From an optimization exercise on the open Yosys and OpenROAD flow, aimed at small area; shortcuts taken in it are not production practice. Only simulation tests tie the RTL to the original design; equivalence was not proved. Power figures rest on the tool's default switching activity, not on a simulated workload. The clock port is modelled as an ideal driver; clocking choices that lean on that would not hold on a real chip.

Setup of v29:
// adc_capture_buffer
module adc_capture_buffer #(
    parameter int unsigned DATA_W = adda_pkg::DATA_W_DEF,
    parameter int unsigned DEPTH  = adda_pkg::DEPTH_DEF
) (
    input  logic              i_clk,
    input  logic              i_rst_n,
    output logic              o_adc_clk,
    input  logic [DATA_W-1:0] i_adc_data,
    input  logic              i_arm,
    input  logic              i_abort,
    input  logic [DATA_W-1:0] i_trig_level,
    input  logic              i_trig_falling,
    output logic              o_rd_valid,
    input  logic              i_rd_ready,
    output logic [DATA_W-1:0] o_rd_data,
    output logic              o_rd_last,
    output logic              o_busy,
    output logic              o_done
);
For scale: roughly 3500 cells after synthesis.
==> flow/config.mk <==
export PLATFORM = sky130hd
export DESIGN_NAME = adc_capture_buffer
export DESIGN_NICKNAME = adc_capture_buffer
export VERILOG_FILES = /design/flow/design.v
export SDC_FILE = /design/flow/constraint.sdc
export NUM_CORES = 4
export LEC_CHECK = 0
export CAP_MARGIN = 20
export CORE_MARGIN = 2
export CORE_UTILIZATION = 60
export CTS_CLUSTER_DIAMETER = 100
export CTS_CLUSTER_SIZE = 30
export SLEW_MARGIN = 20
export SYNTH_HIERARCHICAL = 1
==> flow/constraint.sdc <==
create_clock -name core_clock -period 10.0 [get_ports {i_clk}]
set_input_delay 2.0000 -clock core_clock [delete_from_list [all_inputs] [get_ports {i_clk}]]
set_output_delay 2.0000 -clock core_clock [all_outputs]
set_load 0.01 [all_outputs]
standard.sh (not shown) runs the stock make flow with config.mk's settings and CLKGATE_MAP_FILE= SYNTH_SCRIPT=/design/flow/synth_recipe.tcl, a recipe that flattens the netlist after the stock synthesis.
==> flow/flow/run.sh <==
#!/bin/bash
# Layout flow: the standard ORFS flow (standard.sh), except that
#  - the port buffers that global placement inserts are sky130_fd_sc_hd__buf_1
#    instead of the buffer the resizer picks;
set -euo pipefail
export BUFFER_PORTS_ARGS="-buffer_cell sky130_fd_sc_hd__buf_1"
export CTS_ARGS="-sink_clustering_enable -repair_clock_nets -sink_clustering_size 30 -sink_clustering_max_diameter 100 -dont_use_dummy_load"
bash standard.sh "BUFFER_PORTS_ARGS=$BUFFER_PORTS_ARGS" "CTS_ARGS=$CTS_ARGS" finish > orfs_finish.log 2>&1
test -f out/final.def
Both conditions hold for v29: the flow ran to the end and the final layout passed the timing, design-rule and antenna checks.
Modified inputs, v12 compared to v29
Settings: changing SLEW_MARGIN from 20 to 10; changing CTS_CLUSTER_SIZE from 30 to 32; changing CAP_MARGIN from 20 to 10; setting GPL_TIMING_DRIVEN to 0 for the first time.
==> flow/flow/run.sh <==
#!/bin/bash
# Layout flow: the standard ORFS flow (standard.sh), except that
#  - the port buffers that global placement inserts are sky130_fd_sc_hd__buf_1
#    instead of the buffer the resizer picks;
set -euo pipefail
export BUFFER_PORTS_ARGS="-buffer_cell sky130_fd_sc_hd__buf_1"
export CTS_ARGS="-sink_clustering_enable -repair_clock_nets -sink_clustering_size 32 -sink_clustering_max_diameter 100 -dont_use_dummy_load"
bash standard.sh "BUFFER_PORTS_ARGS=$BUFFER_PORTS_ARGS" "CTS_ARGS=$CTS_ARGS" finish > orfs_finish.log 2>&1
test -f out/final.def
Findings:
- Summary of the comparison: area fraction of clock buffers and clock inverters is lower in v12, relative to v29.
- Comparing v29 against v12, there is no change at all in distinct cell type count after synthesis.
- From v29 to v12 the numbers moved as follows: met2 capacity usage during global routing down 0.25 points, cell count now larger, fraction of standard cell area that is sequential has remained practically unchanged, met3 wire length decreased about 10%.
- Of the two values seen for capturing instance or port of the critical path, o_rd_data[3] was produced by v12 and o_rd_data[0] by v29.
- Lower slack of the critical path among v12 and v29: v12
- In the metrics for v12 and v29, the one carrying the higher clock tree skew after final layout is v29.
- v29 → v12: worst hold slack moved up; register-to-register slack moved up; total CTS buffers moved down.
Edits applied to the flow inputs when going from v12 to v3:
Settings: changing CAP_MARGIN from 10 to 20; removing GPL_TIMING_DRIVEN (formerly 0); changing SLEW_MARGIN from 10 to 20.
==> flow/flow/run.sh <==
#!/bin/bash
# Layout flow: the standard ORFS flow (standard.sh), except that
#  - the port buffers that global placement inserts are sky130_fd_sc_hd__buf_1
#    instead of the buffer the resizer picks;
set -euo pipefail
export BUFFER_PORTS_ARGS="-buffer_cell sky130_fd_sc_hd__buf_1"
export CTS_ARGS="-sink_clustering_enable -repair_clock_nets -sink_clustering_size 32 -sink_clustering_max_diameter 100 -dont_use_dummy_load -buf_list {sky130_fd_sc_hd__clkbuf_8 sky130_fd_sc_hd__clkbuf_16} -sink_clustering_buffer sky130_fd_sc_hd__clkbuf_16"
bash standard.sh "BUFFER_PORTS_ARGS=$BUFFER_PORTS_ARGS" "CTS_ARGS=$CTS_ARGS" finish > orfs_finish.log 2>&1
test -f out/final.def
### Flow results
v3 vs v12 on global-route usage: v3 is the higher one.
Number of fill cells in the layout went up slightly going from v12 to v3.
v3 vs v12 — net switching power of the design dropped 1.9%.
Higher net switching fraction of the power was reported by v12, not v3.
Actual slew at the worst max-slew pin in v3 vs v12: down 0.16 ns
Synthesized-area fraction occupied by ao, oa, aoi and oai cells: v3 vs v12 identical
Between v3 and v12, the internal power component does not differ in any meaningful way.
Wire length went up by a few percent going from v12 to v3.
v3 against v12: area of all placed cells without fillers level; final cell count moved down.
On v3: final critical-path share of the clock period is 8.0 points lower than what v12 gave.
Relative to v3, the following input files were edited for v8:
Settings: CTS_CLUSTER_SIZE: 32 -> 28.
==> flow/flow/run.sh <==
#!/bin/bash
# Layout flow: the standard ORFS flow (standard.sh), except that
#  - the port buffers that global placement inserts are sky130_fd_sc_hd__buf_1
#    instead of the buffer the resizer picks;
set -euo pipefail
export BUFFER_PORTS_ARGS="-buffer_cell sky130_fd_sc_hd__buf_1"
export CTS_ARGS="-sink_clustering_enable -repair_clock_nets -sink_clustering_size 28 -sink_clustering_max_diameter 100 -dont_use_dummy_load"
bash standard.sh "BUFFER_PORTS_ARGS=$BUFFER_PORTS_ARGS" "CTS_ARGS=$CTS_ARGS" finish > orfs_finish.log 2>&1
test -f out/final.def
### Flow results
For v8 and v3, there was not a single run that failed to finish clean.
Looking at portion of the clock cycle consumed by the worst path in the final layout across v8 and v3, the one that comes out lower is v3.
For combinational share of power, v3 and v8 come out practically identical.
v8: fmax 0.0015 GHz below v3
The max-slew headroom at the worst pin in v8 was higher than what v3 gave.
On cell count of the worst hold path, v8 and v3 are basically level.
For the count of buffering cells on the critical path with inverters included, v8 came in 1 higher than v3 did.
Compared v3 against v8; combinational cell power within noise.
#### Input delta (v44 over v8)
Settings: CTS_CLUSTER_SIZE changed from 28 to 34.
==> flow/flow/run.sh <==
#!/bin/bash
# Layout flow: the standard ORFS flow (standard.sh), except that
#  - the port buffers that global placement inserts are sky130_fd_sc_hd__buf_1
#    instead of the buffer the resizer picks;
set -euo pipefail
export BUFFER_PORTS_ARGS="-buffer_cell sky130_fd_sc_hd__buf_1"
export CTS_ARGS="-sink_clustering_enable -repair_clock_nets -sink_clustering_size 34 -sink_clustering_max_diameter 100 -dont_use_dummy_load"
bash standard.sh "BUFFER_PORTS_ARGS=$BUFFER_PORTS_ARGS" "CTS_ARGS=$CTS_ARGS" finish > orfs_finish.log 2>&1
test -f out/final.def
==> comparison <==
- Taking v8 as the reference, in v44 total via count after detailed routing comparable; setup slack now smaller; combined flip-flop and latch cell area comparable; total power now smaller.
- Worst-case hold slack ends up lower on v44.
- There was hardly any difference in total track usage between v44 and v8.
- Comparing v8 against v44, there is no change at all in synthesized cell count.
- Comparing v44 and v8, the lower cell area after layout was measured on v44.
### v44 -> v41
Settings: CTS_CLUSTER_SIZE now 32, was 34; CORE_UTILIZATION now 65, was 60.
==> flow/flow/run.sh <==
#!/bin/bash
# Layout flow: the standard ORFS flow (standard.sh), except that
#  - the port buffers that global placement inserts are sky130_fd_sc_hd__buf_1
#    instead of the buffer the resizer picks;
set -euo pipefail
export BUFFER_PORTS_ARGS="-buffer_cell sky130_fd_sc_hd__buf_1"
export CTS_ARGS="-sink_clustering_enable -repair_clock_nets -sink_clustering_size 32 -sink_clustering_max_diameter 100 -dont_use_dummy_load"
bash standard.sh "BUFFER_PORTS_ARGS=$BUFFER_PORTS_ARGS" "CTS_ARGS=$CTS_ARGS" finish > orfs_finish.log 2>&1
test -f out/final.def
### Flow results
On area used by multi-input combinational logic, v44 tracks v41 almost exactly. Looking at v44 and v41, the sequential fraction of total cell area is a wash. Measured against each other, v44 and v41 differ in worst hold slack, the higher figure coming from v41.

==> re-timing with driven ports <==
No port has a modelled driver above. Below, the same layouts with a new extraction and two added sets of constraints. Step 1 assumes that a clkbuf_16 drives the clock port and a buf_2 every other input. Step 2 times the ports against the registers' clock, not the clock port: input delays grow and output delays shrink by t, the midpoint of the rising clock arrivals with the driver on. Slacks: no drivers / after step 1 / after step 2; pairs: no drivers / after step 1.
run | shift t [ns] | setup slack, ns | slew at the worst register clock pin (ns)
v29 | 0.706 | 1.816 / 1.748 / 2.454 | 0.11 / 0.11
v12 | 0.715 | 1.261 / 1.199 / 1.914 | 0.12 / 0.12
v3 | 0.720 | 2.058 / 1.991 / 2.710 | 0.12 / 0.12
v8 | 0.726 | 1.960 / 1.892 / 2.617 | 0.11 / 0.11
v44 | 0.713 | 1.913 / 1.841 / 2.553 | 0.12 / 0.12
v41 | 0.728 | 2.133 / 2.058 / 2.786 | 0.12 / 0.12
After both steps every run listed still meets setup and hold.
